What follows belongs to an exercise in optimizing a design on an open flow for small area; a production flow would make more cautious choices. RTL that was checked went through simulation tests only; none was proved equivalent to the original. Power and IR drop assume default switching activity.

## nmr_pulseprog_top
module nmr_pulseprog_top
(
	input	logic						pulseprog_clk,
	input	logic						arst_n,
	input	logic						param_req,
	output	logic						param_ack,
	input	nmr_seq_pkg::seq_param_t	seq_param,
	input	nmr_acq_pkg::acq_param_t	acq_param,
	input	nmr_acq_pkg::adc_word_t		adc_data,
	output	logic						tx_gate,
	output	logic						rx_en,
	output	logic						busy,
	output	logic						out_req,
	input	logic						out_ack,
	output	nmr_acq_pkg::iq_sample_t	out_data,
	output	logic						overrun
);
	logic						load;
	logic						run_start;
	logic [31:0]				pulse180, delay_sig, rx_delay, samples;
	logic						phase_cycle;
	nmr_acq_pkg::iq_word_t		dc_sub;
	nmr_acq_pkg::dec_fact_t		dec_fact;
	logic						sample_strobe, win_first, pair_valid, pair_first;
	nmr_acq_pkg::iq_word_t		mag;
	logic						odd;
	param_loader u_param_loader
	(
		.pulseprog_clk	(pulseprog_clk),
		.arst_n			(arst_n),
		.param_req		(param_req),
		.param_ack		(param_ack),
		.seq_param		(seq_param),
		.acq_param		(acq_param),
		.busy_in		(busy),
		.load			(load),
		.run_start		(run_start),
		.pulse180		(pulse180),
		.delay_sig		(delay_sig),
		.rx_delay		(rx_delay),
		.samples		(samples),
  ...
Settings: LEC_CHECK=0, ABC_AREA=1, CAP_MARGIN=20, CORE_MARGIN=2, CORE_UTILIZATION=70, CTS_BUF_LIST=sky130_fd_sc_hd__clkbuf_16, CTS_CLUSTER_DIAMETER=100, CTS_CLUSTER_SIZE=25, PLACE_DENSITY=0.8, SLEW_MARGIN=20; clock period 10.0 ns.
standard.sh (not shown) runs the stock make flow with config.mk's settings and CLKGATE_MAP_FILE= SYNTH_SCRIPT=/design/flow/synth_recipe.tcl, a recipe that flattens the netlist after the stock synthesis.
==> flow/flow/run.sh <==
#!/bin/bash
# Own layout flow: the standard ORFS flow (standard.sh) with two changes.
#  1. ABC maps the combinational logic with an area-oriented script
#     (flow/abc_area.script, picked by ABC_AREA 1); registers are untouched.
#  2. Port buffers use sky130_fd_sc_hd__buf_1 rather than the flow's default
#     choice (clkdlybuf4s50_1); every port still gets its buffer.
# Each step's full output stays in orfs/logs/ (ORFS writes one log per step);
# make's own output goes to flow_make.log here.
set -euo pipefail
W=$(pwd)
rm -rf "$W/scripts"
cp -r "$FLOW_HOME/scripts" "$W/scripts"
cp "$W/flow/abc_area.script" "$W/scripts/abc_area.script"
export BUFFER_PORTS_ARGS="-buffer_cell sky130_fd_sc_hd__buf_1"
sed "s|make -C |make SCRIPTS_DIR=$W/scripts -C |" standard.sh > "$W/standard_own.sh"
bash "$W/standard_own.sh" finish > "$W/flow_make.log" 2>&1
==> flow/flow/abc_area.script <==
strash
&get -n
&fraig -x
&put
dc2
dc2
strash
&get -n
&dch -f
&nf -p -a -R 100 -F 8 -A 8
&put
Edit:
==> flow/flow/abc_area.script (replaced) <==
strash
&get -n
&fraig -x
&put
dc2
dc2
strash
&get -n
&synch2
&nf -a
&put
Settings changed: CORE_UTILIZATION 70 to 40, PLACE_DENSITY 0.8 to 0.6.
Outcome: Clock-buffer cell count stays the same; fmax is higher by about 7%; combinational power is lower by 34%; routed wire length is higher by about 2%; core utilization is lower by 35 points; clock power is higher by about 2%; hold slack is worse by 4.4 ps; via count is lower by about 4%.
Edit:
==> flow/flow/abc_area.script (replaced) <==
strash
&get -n
&fraig -x
&put
dc2
dc2
strash
&get -n
&dch -f
&nf -p -a -R 100 -F 8 -A 8
&put
Settings changed: CORE_UTILIZATION 40 to 55, GPL_TIMING_DRIVEN from default to 0, PLACE_DENSITY 0.6 to 0.7.
After rerunning: The changed run produced a clean layout. Hold slack improved by 6.2 ps. Cell count shrinks by 9.4%. Area after synthesis shrinks by 2.2%. Total power grows by 12%. Critical path depth grows by 2. Clock-buffer cell count is unchanged. Combinational power grows by 51%. Cell area shrinks by 2.0%. Routed wire length shrinks by 4.9%. Synthesized cell count shrinks by 3.0%. Register-to-register slack stays flat.
Edit:
Settings changed: GPL_TIMING_DRIVEN 0 to default.
Effect: Via count decreases by 0.58%; maximum frequency is higher by 0.75%; worst setup slack is better by 58 ps; design area fell by 1.2%; die area does not change.

* * *

nmr_pulseprog_top, a different RTL version from the one above (not shown whole).
Size: about 1,900 cells after synthesis, roughly 320 I/O pins.
clock: 10.0 ns
lec_check: 0
cap_margin: 20
core_margin: 2
core_utilization: 40
place_density: 0.6
slew_margin: 20
run.sh (not shown) runs the stock make flow with config.mk's settings and CLKGATE_MAP_FILE= SYNTH_SCRIPT=/design/flow/synth_recipe.tcl, a recipe that flattens the netlist after the stock synthesis.
Stock flow here: none of the scripts above is used.
The first run went through all stages and came out clean.
Next try:
Settings changed: CTS_BUF_LIST set to sky130_fd_sc_hd__clkbuf_2 sky130_fd_sc_hd__clkbuf_4, CTS_CLUSTER_SIZE set to 20.
The changed run completed without violations.
Fmax is about the same.
Power fell by 4.4%.
Via count rose by 2.8%.
Clock skew rose by 0.021 ns.
First-iteration DRC count fell by 3.0%.
Count of clock-buffer cells in the layout rose by 100.
Core utilization fell by 0.22 points.
Design area fell by 0.43%.
Wire length rose by 1.3%.
Next try:
Settings changed: CTS_BUF_LIST sky130_fd_sc_hd__clkbuf_2 sky130_fd_sc_hd__clkbuf_4 to sky130_fd_sc_hd__clkbuf_4 sky130_fd_sc_hd__clkbuf_8, CTS_CLUSTER_SIZE 20 to 30.
What happened: Final cell count decreases by a few percent; final area stays flat; register-to-register slack is better by 0.05 ns.

* * *

== run 1 ==
nmr_pulseprog_top, a different RTL version from the one above (not shown whole).
Size: about 1,200 cells after synthesis, about 350 flip-flops.
export LEC_CHECK = 0
export ABC_AREA = 1
export CAP_MARGIN = 20
export CORE_MARGIN = 2
export CORE_UTILIZATION = 42
export CTS_BUF_LIST = sky130_fd_sc_hd__clkbuf_16
export CTS_CLUSTER_DIAMETER = 100
export CTS_CLUSTER_SIZE = 25
export PLACE_DENSITY = 0.65
export SLEW_MARGIN = 20
create_clock -name core_clock -period 10.0 [get_ports {pulseprog_clk}]
standard.sh (not shown) runs the stock make flow with config.mk's settings and CLKGATE_MAP_FILE= SYNTH_SCRIPT=/design/flow/synth_recipe.tcl, a recipe that flattens the netlist after the stock synthesis.
==> flow/flow/abc_area.script <==
strash
&get -n
&fraig -x
&put
dc2
dc2
strash
&get -n
&dch -f
&nf -p -a -R 100 -F 8 -A 8
&put
Scripts as last shown in full above: flow/flow/run.sh
Run 1 completed end to end with timing, DRC and antenna clean.
--- input diff run 1..run 2 ---
-- flow/config.mk --
<<< run 1, line 14
export CTS_CLUSTER_SIZE = 25
>>> run 2, line 14
export CTS_CLUSTER_SIZE = 28
--- outcome ---
- Maximum clock frequency: run 2 vs run 1, no meaningful difference
- | largest stage delay on the critical path | run 1 vs run 2 | ≈ equal |
- Run 1 -> run 2: total wire length after detailed routing flat
- The data required time of the worst path was comparable across run 1 and run 2.
- Compared to run 1, run 2 has post-route minimum period 0.022 ns higher.
> inputs changed (run 2 -> run 3)
-- flow/config.mk --
<<< run 2, line 12
export CTS_BUF_LIST = sky130_fd_sc_hd__clkbuf_16
export CTS_CLUSTER_DIAMETER = 100
export CTS_CLUSTER_SIZE = 28
>>> run 3, line 12
export CTS_BUF_LIST = sky130_fd_sc_hd__clkbuf_8
export CTS_CLUSTER_DIAMETER = 70
export CTS_CLUSTER_SIZE = 16
==> results.txt <==
Any difference in delay of the slowest critical-path stage between run 2 and run 3 is small enough to ignore.
Taking run 2 as the reference, in run 3 area overhead of the layout relative to synthesis now larger, final worst-path setup slack now larger.
Run 3 finished all stages; the layout is clean.
In the tables for run 3 and run 2, met3 routing resource usage after global routing reads higher with run 3.
Going from run 2 to run 3, proportion of power drawn by the clock network up 1.0 points, via count shows an increase of 114, worst-skew pair later-pin latency rose 0.09 ns, final-layout fill cell count ~0 delta.
> inputs changed (run 3 -> run 4)
==> flow/flow/abc_area.script <==
strash
&get -n
&fraig -x
&put
dc2
dc2
strash
dch -f
amap
topo
-- flow/config.mk --
<<< run 3, line 12
export CTS_BUF_LIST = sky130_fd_sc_hd__clkbuf_8
export CTS_CLUSTER_DIAMETER = 70
export CTS_CLUSTER_SIZE = 16
>>> run 4, line 12
export CTS_BUF_LIST = sky130_fd_sc_hd__clkbuf_16
export CTS_CLUSTER_DIAMETER = 100
export CTS_CLUSTER_SIZE = 25
### Flow results
Run 4 completed every stage of the flow, and the final layout passed the timing, DRC and antenna checks.
What run 4 reported for internal power component has to be multiplied by 0.948 to get the figure for run 3.
Going from run 3 to run 4, the number of buffers and inverters on the critical path was found to have gone up by 2.
Run 4 ended up with a higher switching part of the total power than run 3 did.

* * *

nmr_pulseprog_top, a different RTL version from the one above (not shown whole).
Size in the first run: roughly 1600 cells after synthesis, ~350 flip-flops, about 320 I/O pins, ~17000 um^2 of cells after synthesis.
==> flow/config.mk <==
export PLATFORM = sky130hd
export DESIGN_NAME = nmr_pulseprog_top
export DESIGN_NICKNAME = nmr_pulseprog_top
export VERILOG_FILES = /design/flow/design.v
export SDC_FILE = /design/flow/constraint.sdc
export NUM_CORES = 4
export LEC_CHECK = 0
export CAP_MARGIN = 20
export CORE_MARGIN = 2
export CORE_UTILIZATION = 40
export CTS_BUF_LIST = sky130_fd_sc_hd__clkbuf_16
export CTS_CLUSTER_DIAMETER = 100
export CTS_CLUSTER_SIZE = 25
export PLACE_DENSITY = 0.6
export SLEW_MARGIN = 20
==> flow/constraint.sdc <==
create_clock -name core_clock -period 10.0 [get_ports {pulseprog_clk}]
set_input_delay 2.0000 -clock core_clock [delete_from_list [all_inputs] [get_ports {pulseprog_clk}]]
set_output_delay 2.0000 -clock core_clock [all_outputs]
set_load 0.01 [all_outputs]
run.sh (not shown) runs the stock make flow with config.mk's settings and CLKGATE_MAP_FILE= SYNTH_SCRIPT=/design/flow/synth_recipe.tcl, a recipe that flattens the netlist after the stock synthesis.
Stock flow here: none of the scripts above is used.
The starting point produced a clean layout.
Change:
==> flow/flow/run.sh (new file) <==
#!/bin/bash
# Own layout flow: the standard ORFS flow (standard.sh) with two changes.
#  1. ABC maps the combinational logic with an area-oriented script
#     (flow/abc_area.script, picked by ABC_AREA 1); registers are untouched.
#  2. Port buffers use sky130_fd_sc_hd__buf_1 rather than the flow's default
#     choice (clkdlybuf4s50_1); every port still gets its buffer.
# Each step's full output stays in orfs/logs/ (ORFS writes one log per step);
# make's own output goes to flow_make.log here.
set -euo pipefail
W=$(pwd)
rm -rf "$W/scripts"
cp -r "$FLOW_HOME/scripts" "$W/scripts"
cp "$W/flow/abc_area.script" "$W/scripts/abc_area.script"
export BUFFER_PORTS_ARGS="-buffer_cell sky130_fd_sc_hd__buf_1"
sed "s|make -C |make SCRIPTS_DIR=$W/scripts -C |" standard.sh > "$W/standard_own.sh"
bash "$W/standard_own.sh" finish > "$W/flow_make.log" 2>&1
==> flow/flow/abc_area.script (new file) <==
strash
&get -n
&fraig -x
&put
dc2
dc2
strash
&get -n
&synch2
&nf -a
&put
==> flow/standard.sh (new file) <==
#!/bin/bash
# synth_recipe.tcl (not shown) runs the flow's synth.tcl, then flattens the netlist and writes it again
# the make line also repeats each setting of config.mk as NAME=value (left out here)
make -C /OpenROAD-flow-scripts/flow DESIGN_CONFIG=/design/flow/config.mk WORK_HOME=/design/flow/orfs CLKGATE_MAP_FILE= SYNTH_SCRIPT=/design/flow/synth_recipe.tcl "${@:-finish}"
Settings changed: ABC_AREA set to 1, CTS_BUF_LIST sky130_fd_sc_hd__clkbuf_16 to not set, CTS_CLUSTER_DIAMETER 100 to not set, CTS_CLUSTER_SIZE 25 to not set.
removed: flow/run.sh
Fmax is lower by 5.9%; first-iteration DRC count is lower by 17%; critical path depth is higher by 17; final area is lower by 12%; clock power is higher by 62%.
Function was not checked in any run of this note: the RTL went through the layout flow alone.

re-timing with driven ports:
No port has a modelled driver above. Below, the same layouts with a new extraction and two added sets of constraints.
Step 1 sets driving cells, clkbuf_16 on the clock port and buf_2 on the other inputs (assumed; they add their load-dependent delay and slew).
Step 2 adds t to the input delays and takes it off the output delays; t is the mean of the earliest and latest rising clock arrival at the registers after step 1. Input paths then give back, and output paths get back, about the clock's delay inside the block.
Slacks: no drivers / after step 1 / after step 2; pairs: no drivers / after step 1.
run	t (ns)	setup slack, ns	worst setup path after step 2	latest minus earliest clock arrival (ns)	cell pins on the clock port's net
the first run of note 1	0.553	1.645 / 1.645 / 1.645	register to register	0.023 / 0.023	1
the second run of note 1	0.576	2.222 / 2.222 / 2.222	register to register	0.022 / 0.022	1
the third run of note 1	0.560	2.236 / 2.236 / 2.236	register to register	0.030 / 0.030	1
the fourth run of note 1	0.570	2.294 / 2.294 / 2.294	register to register	0.027 / 0.027	1
the first run of note 2	0.623	4.263 / 4.263 / 4.263	register to register	0.034 / 0.035	1
the second run of note 2	0.874	4.272 / 4.272 / 4.272	register to register	0.053 / 0.054	1
the third run of note 2	0.678	4.323 / 4.323 / 4.323	register to register	0.043 / 0.044	1
run 1	0.568	2.079 / 2.079 / 2.079	register to register	0.022 / 0.021	1
run 2	0.564	2.058 / 2.058 / 2.058	register to register	0.015 / 0.015	1
run 3	0.640	2.133 / 2.133 / 2.133	register to register	0.032 / 0.032	1
run 4	0.571	1.809 / 1.809 / 1.809	register to register	0.017 / 0.017	1
the first run of note 4	0.579	2.597 / 2.620 / 2.041	input to register	0.015 / 0.016	1
the second run of note 4	0.615	2.136 / 2.136 / 2.014	input to register	0.021 / 0.021	1
After both steps every run listed still meets setup and hold. The setup slack of the first run of note 4, which loses most, moves by +0.023 ns with the drivers and by -0.556 ns with both steps.
